Background: an optimization exercise with open tools, aiming at small area, a short achievable clock period and few clock cycles per item. Do not read the settings as production practice. At most, simulation tests tie the RTL to the original design; equivalence was not proved. Power and IR drop assume default switching activity.

==> run G <==
// resp_stream_parser
module resp_stream_parser (
	input  logic         clk,
	input  logic         arst_n,
	input  logic         s_tvalid,
	output logic         s_tready,
	input  logic [7:0]   s_tdata,   
	input  logic [0:0]   s_tuser,   
	output logic         m_tvalid,
	input  logic         m_tready,
	output logic [111:0] m_tdata,   
	output logic [5:0]   m_tuser,   
	output logic         m_tlast    
);
clock: 8.5 ns
lec_check: 0
cap_margin: 20
core_margin: 2
core_utilization: 55
setup_slack_margin: 5
slew_margin: 20
run.sh (not shown) runs the stock make flow with config.mk's settings and CLKGATE_MAP_FILE= SYNTH_SCRIPT=/design/flow/synth_recipe.tcl, a recipe that flattens the netlist after the stock synthesis.
==> run X: changes against run G <==
--- a/flow/design.v
+++ b/flow/design.v
@@ -67,44 +67,29 @@
 	localparam logic [63:0] INT_Q = 64'h0CCC_CCCC_CCCC_CCCC;
 	localparam logic [31:0] CNT_Q = 32'h1999_9999;
 	logic [3:0] d;
 	logic [4:0] addend;
 	logic       gt, eq, eqm1, hi_eq;
 	assign is_digit = (data[7:4] == 4'h3) && ((data[3] == 1'b0) || (data[2:1] == 2'b00));
 	assign d        = data[3:0];
-	always_comb begin
-		case ({neg, d})
-			5'h10:   addend = 5'd9;
-			5'h11:   addend = 5'd10;
-			5'h12:   addend = 5'd11;
-			5'h13:   addend = 5'd12;
-			5'h14:   addend = 5'd13;
-			5'h15:   addend = 5'd14;
-			5'h16:   addend = 5'd15;
-			5'h17:   addend = 5'd16;
-			5'h18:   addend = 5'd17;
-			5'h19:   addend = 5'd18;
-			default: addend = {1'b0, d};
-		endcase
-	end
+	assign addend   = neg ? (5'd9 + 5'(d)) : 5'(d);
 	assign acc_next = (acc << 3) + (acc << 1) + 64'(addend);
 	assign gt    = acc > INT_Q;
 	assign hi_eq = acc[63:4] == INT_Q[63:4];
 	assign eq    = hi_eq && (acc[3:0] == INT_Q[3:0]);
 	assign eqm1  = hi_eq && (acc[3:0] == (INT_Q[3:0] - 4'd1));
 	assign int_over = neg ? (!acc[63] && (gt || eq || (eqm1 && (d > 4'd8))))
 	                      : (gt || (eq && (d > 4'd7)));
 	assign cnt_over = (acc[31:0] > CNT_Q) || ((acc[31:0] == CNT_Q) && (d > 4'd5));
 endmodule
 `timescale 1ns / 1ps
 module rsp_stack (
 	input  logic        clk,
 	input  logic        arst_n,
 	input  logic        en,
-	input  logic        held,
 	input  logic        clear,
 	input  logic        push,
 	input  logic        close,
 	input  logic [31:0] push_val,
 	output logic [4:0]  depth,
 	output logic        full,
 	output logic        empty_close
@@ -161,15 +146,15 @@
 			top_q <= push_val;
 		end else if (en && close && (ptr_q != 5'd0)) begin
 			top_q <= top_one ? sel_cnt : top_dec;
 		end
 	end
 	always_ff @(posedge clk) begin
 		for (int i = 0; i < 15; i++) begin
-			if (held && push && (ptr_q == 5'(i + 1))) begin
+			if (en && push && (ptr_q == 5'(i + 1))) begin
 				cnt_q[i]  <= top_dec;
 				zero_q[i] <= top_one;
 			end
 		end
 	end
 endmodule
 `timescale 1ns / 1ps
@@ -259,15 +244,14 @@
 		.int_over (int_over),
 		.cnt_over (cnt_over)
 	);
 	rsp_stack u_stack (
 		.clk         (clk),
 		.arst_n      (arst_n),
 		.en          (adv),
-		.held        (valid_s1),
 		.clear       (start_s1),
 		.push        (stk_push),
 		.close       (stk_close),
 		.push_val    (acc_q[31:0]),
 		.depth       (stk_depth),
 		.full        (stk_full),
 		.empty_close (stk_empty_close)
CORE_UTILIZATION = 40   (was 55)
SETUP_SLACK_MARGIN = 4   (was 5)
==> qor summary <==
|  | run G | run X |
|---|---|---|
| Yosys warning count | 4 | 3 |
| Number of distinct library cell variants in the gate-level netlist after synthesis | 85 | 88 |
| Iter 0 DRT Violations | 3045 | 2795 |
| Sw Share | 0.4048 | 0.4056 |
| Worst r2r src | data_s1[1] | acc_q[25] |
| Number of multi-input combinational cells in the layout | 2035 | 1994 |
| Critical Path Slowest Stage Cell | sky130_fd_sc_hd__fa_2 | sky130_fd_sc_hd__nor2_4 |
| Placed instance area | 0.03694 mm2 | 0.03721 mm2 |
| Upper clock frequency limit | 253.0 MHz | 226.7 MHz |
| Logic gate share of total power | 0.487 | 0.432 |
| Switching component of the power | 0.006106 W | 0.005720 W |
| Period utilisation layout | 0.4649 | 0.5190 |
| Status | complete, no violations | complete, no violations |
| Final Power | 0.01508 W | 0.01410 W |
| Std-Cell Core Area | 0.06171 mm2 | 0.08501 mm2 |
| Slew headroom | 0.2472 | 0.2675 |
| Vias in the first global route | 26540 | 24910 |
| Worst path bufs/invs | 3 | 1 |
| Worst setup skew after layout | 37.11 ps | 38.76 ps |
| Highest metal layer with signal wires | met5 | met4 |
| Multi-input gate share of total cell area | 0.3492 | 0.3420 |
Testbench counts of run X, summed over its fixed seeds: cycles 320,543, items 320,527.
The RTL of run G was laid out without a check of its function.

* * *

==> 03-14 <==
Another version of the RTL of resp_stream_parser (not shown whole).
Settings: LEC_CHECK=0, CAP_MARGIN=20, CORE_MARGIN=2, CORE_UTILIZATION=55, SETUP_SLACK_MARGIN=5, SLEW_MARGIN=20; clock period 8.5 ns.
==> 08-04: changes against 03-14 <==
--- a/flow/design.v
+++ b/flow/design.v
@@ -55,128 +55,101 @@
 	} stk_stat_t;
 endpackage
 `timescale 1ns / 1ps
 module rsp_digit (
 	input  logic [7:0]  data,
-	input  logic [4:0]  d9,         
 	input  logic [63:0] acc,
 	input  logic        neg,
+	output logic        is_digit,
 	output logic [63:0] acc_next,
 	output logic        int_over,
 	output logic        cnt_over
 );
 	localparam logic [63:0] INT_Q = 64'h0CCC_CCCC_CCCC_CCCC;
+	localparam logic [63:0] INT_NQ = 64'hF333_3333_3333_3334;
 	localparam logic [31:0] CNT_Q = 32'h1999_9999;
-	logic [3:0] d;
-	logic [4:0] addend;
-	logic       gt, eq, eqm1, hi_eq;
+	logic [3:0]  d;
+	logic [63:0] addend;
+	assign is_digit = (data[7:4] == 4'h3) && ((data[3] == 1'b0) || (data[2:1] == 2'b00));
 	assign d        = data[3:0];
-	assign addend   = neg ? d9 : {1'b0, d};
-	assign acc_next = (acc << 3) + (acc << 1) + 64'(addend);
-	assign gt    = acc > INT_Q;
-	assign hi_eq = acc[63:4] == INT_Q[63:4];
-	assign eq    = hi_eq && (acc[3:0] == INT_Q[3:0]);
-	assign eqm1  = hi_eq && (acc[3:0] == (INT_Q[3:0] - 4'd1));
-	assign int_over = neg ? (!acc[63] && (gt || eq || (eqm1 && (d > 4'd8))))
-	                      : (gt || (eq && (d > 4'd7)));
+	assign addend   = neg ? (64'd0 - {60'd0, d}) : {60'd0, d};
+	assign acc_next = (acc << 3) + (acc << 1) + addend;
+	assign int_over = neg ? (($signed(acc) < $signed(INT_NQ)) || ((acc == INT_NQ) && (d > 4'd8)))
+	                      : ((acc > INT_Q) || ((acc == INT_Q) && (d > 4'd7)));
 	assign cnt_over = (acc[31:0] > CNT_Q) || ((acc[31:0] == CNT_Q) && (d > 4'd5));
 endmodule
-module rsp_byte_class (
-	input  logic [7:0] data,
-	output logic       is_digit,
-	output logic [4:0] d9
-);
-	assign is_digit = (data[7:4] == 4'h3) && ((data[3] == 1'b0) || (data[2:1] == 2'b00));
-	always_comb begin
-		case (data[3:0])
-			4'h0:    d9 = 5'd9;
-			4'h1:    d9 = 5'd10;
-			4'h2:    d9 = 5'd11;
-			4'h3:    d9 = 5'd12;
-			4'h4:    d9 = 5'd13;
-			4'h5:    d9 = 5'd14;
-			4'h6:    d9 = 5'd15;
-			4'h7:    d9 = 5'd16;
-			4'h8:    d9 = 5'd17;
-			4'h9:    d9 = 5'd18;
-			default: d9 = 5'd0;
-		endcase
-	end
-endmodule
 `timescale 1ns / 1ps
 module rsp_stack (
 	input  logic        clk,
 	input  logic        arst_n,
 	input  logic        en,
-	input  logic        held,
 	input  logic        clear,
 	input  logic        push,
 	input  logic        close,
 	input  logic [31:0] push_val,
 	output logic [4:0]  depth,
 	output logic        full,
 	output logic        empty_close
 );
 	logic [4:0]  ptr_q;
 	logic [31:0] top_q;
-	logic        top_one;
+	logic        top_one_q;
 	logic [31:0] cnt_q [15];
 	logic [14:0] zero_q;
 	logic        found;
+	logic [3:0]  sel;
 	logic [31:0] top_dec;
 	logic [31:0] sel_cnt;
 	assign depth   = ptr_q;
 	assign full    = ptr_q[4];
 	assign top_dec = top_q - 32'd1;
-	assign top_one = top_q == 32'd1;
-	logic [14:0] cand, pick, above;
-	logic [4:0]  pop_ptr;
 	always_comb begin
+		found = 1'b0;
+		sel   = '0;
 		for (int i = 0; i < 15; i++) begin
-			cand[i] = (5'(i + 1) < ptr_q) && !zero_q[i];
-		end
-		above[14] = 1'b0;
-		for (int i = 13; i >= 0; i--) begin
-			above[i] = above[i + 1] || cand[i + 1];
-		end
-		pick    = cand & ~above;
-		found   = |cand;
-		sel_cnt = '0;
-		pop_ptr = '0;
-		for (int i = 0; i < 15; i++) begin
-			sel_cnt = sel_cnt | ({32{pick[i]}} & cnt_q[i]);
-			pop_ptr = pop_ptr | ({5{pick[i]}} & 5'(i + 1));
+			if ((5'(i + 1) < ptr_q) && !zero_q[i]) begin
+				found = 1'b1;
+				sel   = 4'(i);
+			end
 		end
 	end
-	assign empty_close = (ptr_q == 5'd0) || (top_one && !found);
+	assign sel_cnt     = cnt_q[sel];
+	assign empty_close = (ptr_q == 5'd0) || (top_one_q && !found);
 	always_ff @(posedge clk or negedge arst_n) begin
 		if (!arst_n) begin
 			ptr_q <= '0;
 		end else if (en && clear) begin
 			ptr_q <= '0;
 		end else if (en && push) begin
 			ptr_q <= ptr_q + 5'd1;
 		end else if (en && close) begin
-			if (ptr_q != 5'd0 && !top_one) begin
+			if (ptr_q != 5'd0 && !top_one_q) begin
 				ptr_q <= ptr_q;
 			end else begin
-				ptr_q <= pop_ptr;
+				ptr_q <= found ? (5'(sel) + 5'd1) : 5'd0;
 			end
 		end
 	end
 	always_ff @(posedge clk) begin
 		if (en && push) begin
-			top_q <= push_val;
+			top_q     <= push_val;
+			top_one_q <= push_val == 32'd1;
 		end else if (en && close && (ptr_q != 5'd0)) begin
-			top_q <= top_one ? sel_cnt : top_dec;
+			if (!top_one_q) begin
+				top_q     <= top_dec;
+				top_one_q <= top_q == 32'd2;
+			end else begin
+				top_q     <= sel_cnt;
+				top_one_q <= sel_cnt == 32'd1;
+			end
 		end
 	end
 	always_ff @(posedge clk) begin
 		for (int i = 0; i < 15; i++) begin
-			if (held && push && (ptr_q == 5'(i + 1))) begin
+			if (en && push && (ptr_q == 5'(i + 1))) begin
 				cnt_q[i]  <= top_dec;
-				zero_q[i] <= top_one;
+				zero_q[i] <= top_one_q;
 			end
 		end
 	end
 endmodule
 `timescale 1ns / 1ps
@@ -191,17 +164,16 @@
 	input  logic         m_tready,
 	output logic [111:0] m_tdata,   
 	output logic [5:0]   m_tuser,   
 	output logic         m_tlast    
 );
-	localparam logic [63:0] INT_SAT = 64'h7FFF_FFFF_FFFF_FFFF;
+	localparam logic [63:0] INT_POS_SAT = 64'h7FFF_FFFF_FFFF_FFFF;
+	localparam logic [63:0] INT_NEG_SAT = 64'h8000_0000_0000_0000;
 	logic adv, s_fire, load_s1;
 	logic valid_s1, valid_s2, valid_sk;
-	logic [7:0] data_s1, data_sk, data_ld;
+	logic [7:0] data_s1, data_sk;
 	logic start_s1, start_sk;
-	logic digit_s1, digit_ld;
-	logic [4:0] d9_s1, d9_ld;
 	rsp_pkg::phase_t phase_q;
 	rsp_pkg::phase_t phase_n;
 	rsp_pkg::phase_t ph_c;
 	logic [2:0]  kind_q, kind_n;
 	logic [63:0] acc_q, acc_n;
@@ -215,15 +187,13 @@
 	logic       done;
 	logic [2:0] ev_s2;
 	logic [2:0] kind_s2;
 	logic       done_s2;
 	logic       numen_s2;
-	logic       numen_hi_s2;
 	logic [7:0] payload_s2;
 	logic [4:0] depth_s2;
 	logic        is_digit, int_over, cnt_over;
-	assign is_digit = digit_s1;
 	logic [63:0] acc_next;
 	logic        stk_push, stk_close;
 	logic        stk_full, stk_empty_close;
 	logic [4:0]  stk_depth;
 	logic [31:0] bulk_c;
@@ -246,22 +216,14 @@
 			end else begin
 				valid_sk <= s_fire && valid_s1 && !adv;
 			end
 		end
 	end
-	assign data_ld = valid_sk ? data_sk : s_tdata;
-	rsp_byte_class u_class (
-		.data     (data_ld),
-		.is_digit (digit_ld),
-		.d9       (d9_ld)
-	);
 	always_ff @(posedge clk) begin
 		if (load_s1) begin
-			data_s1  <= data_ld;
+			data_s1  <= valid_sk ? data_sk : s_tdata;
 			start_s1 <= valid_sk ? start_sk : s_tuser[0];
-			digit_s1 <= digit_ld;
-			d9_s1    <= d9_ld;
 		end
 		if (!valid_sk) begin
 			data_sk  <= s_tdata;
 			start_sk <= s_tuser[0];
 		end
@@ -269,22 +231,21 @@
 	assign ph_c   = start_s1 ? rsp_pkg::PH_MARK : phase_q;
 	assign err_c  = !start_s1 && (ecode_q != rsp_pkg::E_NONE);
 	assign bulk_c = acc_q[63:32];
 	rsp_digit u_digit (
 		.data     (data_s1),
-		.d9       (d9_s1),
 		.acc      (acc_q),
 		.neg      (neg_q),
+		.is_digit (is_digit),
 		.acc_next (acc_next),
 		.int_over (int_over),
 		.cnt_over (cnt_over)
 	);
 	rsp_stack u_stack (
 		.clk         (clk),
 		.arst_n      (arst_n),
 		.en          (adv),
-		.held        (valid_s1),
 		.clear       (start_s1),
 		.push        (stk_push),
 		.close       (stk_close),
 		.push_val    (acc_q[31:0]),
 		.depth       (stk_depth),
@@ -344,14 +305,13 @@
 				end
 				rsp_pkg::PH_INT_START, rsp_pkg::PH_INT_BODY: begin
 					if ((ph_c == rsp_pkg::PH_INT_START) &&
 					    ((data_s1 == rsp_pkg::CH_PLUS) || (data_s1 == rsp_pkg::CH_MINUS))) begin
 						neg_n   = data_s1 == rsp_pkg::CH_MINUS;
-						acc_n   = {64{data_s1 == rsp_pkg::CH_MINUS}};
 						phase_n = rsp_pkg::PH_INT_BODY;
 					end else if (is_digit) begin
-						acc_n   = int_over ? INT_SAT : acc_next;
+						acc_n   = int_over ? (neg_q ? INT_NEG_SAT : INT_POS_SAT) : acc_next;
 						dig_n   = 1'b1;
 						phase_n = rsp_pkg::PH_INT_BODY;
 					end else if ((data_s1 == rsp_pkg::CH_CR) && ((ph_c == rsp_pkg::PH_INT_START) || dig_q)) begin
 						phase_n = rsp_pkg::PH_LINE_LF;
 					end else begin
@@ -359,14 +319,15 @@
 						new_code = rsp_pkg::E_TOKEN;
 					end
 				end
 				rsp_pkg::PH_COUNT: begin
 					if (is_digit) begin
-						acc_n = acc_next;
 						if (cnt_over) begin
 							ev       = rsp_pkg::EV_ERROR;
 							new_code = rsp_pkg::E_OVERFLOW;
+						end else begin
+							acc_n = acc_next;
 						end
 					end else if (data_s1 == rsp_pkg::CH_CR) begin
 						phase_n = rsp_pkg::PH_LINE_LF;
 					end else begin
 						ev       = rsp_pkg::EV_ERROR;
@@ -415,13 +376,10 @@
 							ev       = rsp_pkg::EV_VALUE;
 							phase_n  = rsp_pkg::PH_MARK;
 						end
 					end else begin
 						ev = rsp_pkg::EV_VALUE;
-						if (kind_q == rsp_pkg::K_INT && neg_q) begin
-							acc_n = ~acc_q;
-						end
 						stk_close = 1'b1;
 						done      = stk_empty_close;
 						phase_n   = stk_empty_close ? rsp_pkg::PH_DONE : rsp_pkg::PH_MARK;
 					end
 				end
@@ -468,15 +426,14 @@
 			kind_s2    <= ((ev == rsp_pkg::EV_FRAME) || (ev == rsp_pkg::EV_DATA) || (ev == rsp_pkg::EV_VALUE)) ?
 			              kind_n : rsp_pkg::K_INT;
 			done_s2    <= done;
 			numen_s2   <= (ev == rsp_pkg::EV_VALUE) && (kind_n != rsp_pkg::K_STR) &&
 			              (kind_n != rsp_pkg::K_ERR) && (kind_n != rsp_pkg::K_NULL);
-			numen_hi_s2 <= (ev == rsp_pkg::EV_VALUE) && (kind_n == rsp_pkg::K_INT);
 			payload_s2 <= (ev == rsp_pkg::EV_DATA) ? data_s1 : 8'd0;
 			depth_s2   <= start_s1 ? 5'd0 : stk_depth;
 		end
 	end
 	assign m_tvalid = valid_s2;
-	assign m_tdata  = {off_q, ecode_q, depth_s2, numen_hi_s2 ? acc_q[63:32] : 32'd0, numen_s2 ? acc_q[31:0] : 32'd0, payload_s2};
+	assign m_tdata  = {off_q, ecode_q, depth_s2, numen_s2 ? acc_q : 64'd0, payload_s2};
 	assign m_tuser  = {kind_s2, ev_s2};
 	assign m_tlast  = done_s2;
 endmodule
- CORE_UTILIZATION: 55 -> 40
==> qor summary <==
	08-04	03-14
Met1 GRT Util	37.6%	49.5%
Switching power	7.35 mW	6.65 mW
DRT met1 WL	51.4 mm	45.4 mm
Pin count of the biggest net entering global routing	61	55
Synth cell types	88	79
CTS-repair resized insts	725	303
Fraction of synthesized cell area in xor and xnor cells	3.55%	2.80%
Sequential share of cell area	41.3%	47.1%
Number of enable-type register cells in the synthesized netlist	627	633
Mean instance size in the synthesized netlist	11.7 sq um	11.9 sq um
Wire length of the first global-routing pass	194 mm	168 mm
Global Route met3 Usage	5.19%	6.94%
Routed wire length	137 mm	116 mm
Outcome	timing/DRC/antenna clean	timing/DRC/antenna clean
Die Footprint	90700 sq um	64100 sq um
Number of standard cells after synthesis	3010	2879
Area grow syn2layout	38.8%	27.0%
Nets	3728	3390
Die Span Y	301 um	253 um
Number of cell rows	108	91
Total number of vias	30200	27700
Half-perimeter wire length after placement	74.4 mm	65.6 mm
Crit path arrival time	5.56 ns	4.50 ns
Final estimated routing congestion in global placement	0.924	0.915
Final critical delay including setup and external delays	5.07 ns	4.02 ns
Function was not checked in any run of this note: the RTL went through the layout flow alone.

## port drivers added, routing unchanged
The results above use ideal ports. As a check the final layouts listed here were re-extracted and re-timed, cells and wires unchanged.
Step 1 assumes that a clkbuf_16 drives the clock port and a buf_2 every other input.
Step 2, shift: input delay + t, output delay - t, t = (earliest + latest rising clock arrival at the registers) / 2. This alone moves slack from input paths to output paths.
Three values: no drivers, after step 1, after step 2; two values: the first two.
| run | t (ns) | slack for setup (ns) | cell pins on the clock port's net |
|---|---|---|---|
| run G | 0.680 | 4.548 / 4.548 / 4.336 | 1 |
| run X | 0.686 | 4.088 / 4.117 / 3.445 | 1 |
| 03-14 | 0.692 | 4.480 / 4.480 / 4.468 | 1 |
| 08-04 | 0.704 | 3.426 / 3.426 / 3.426 | 1 |
After both steps setup and hold are still met in every run listed. For run X, which loses most, drivers alone change the setup slack by +0.029 ns; drivers and shift together by -0.643 ns.
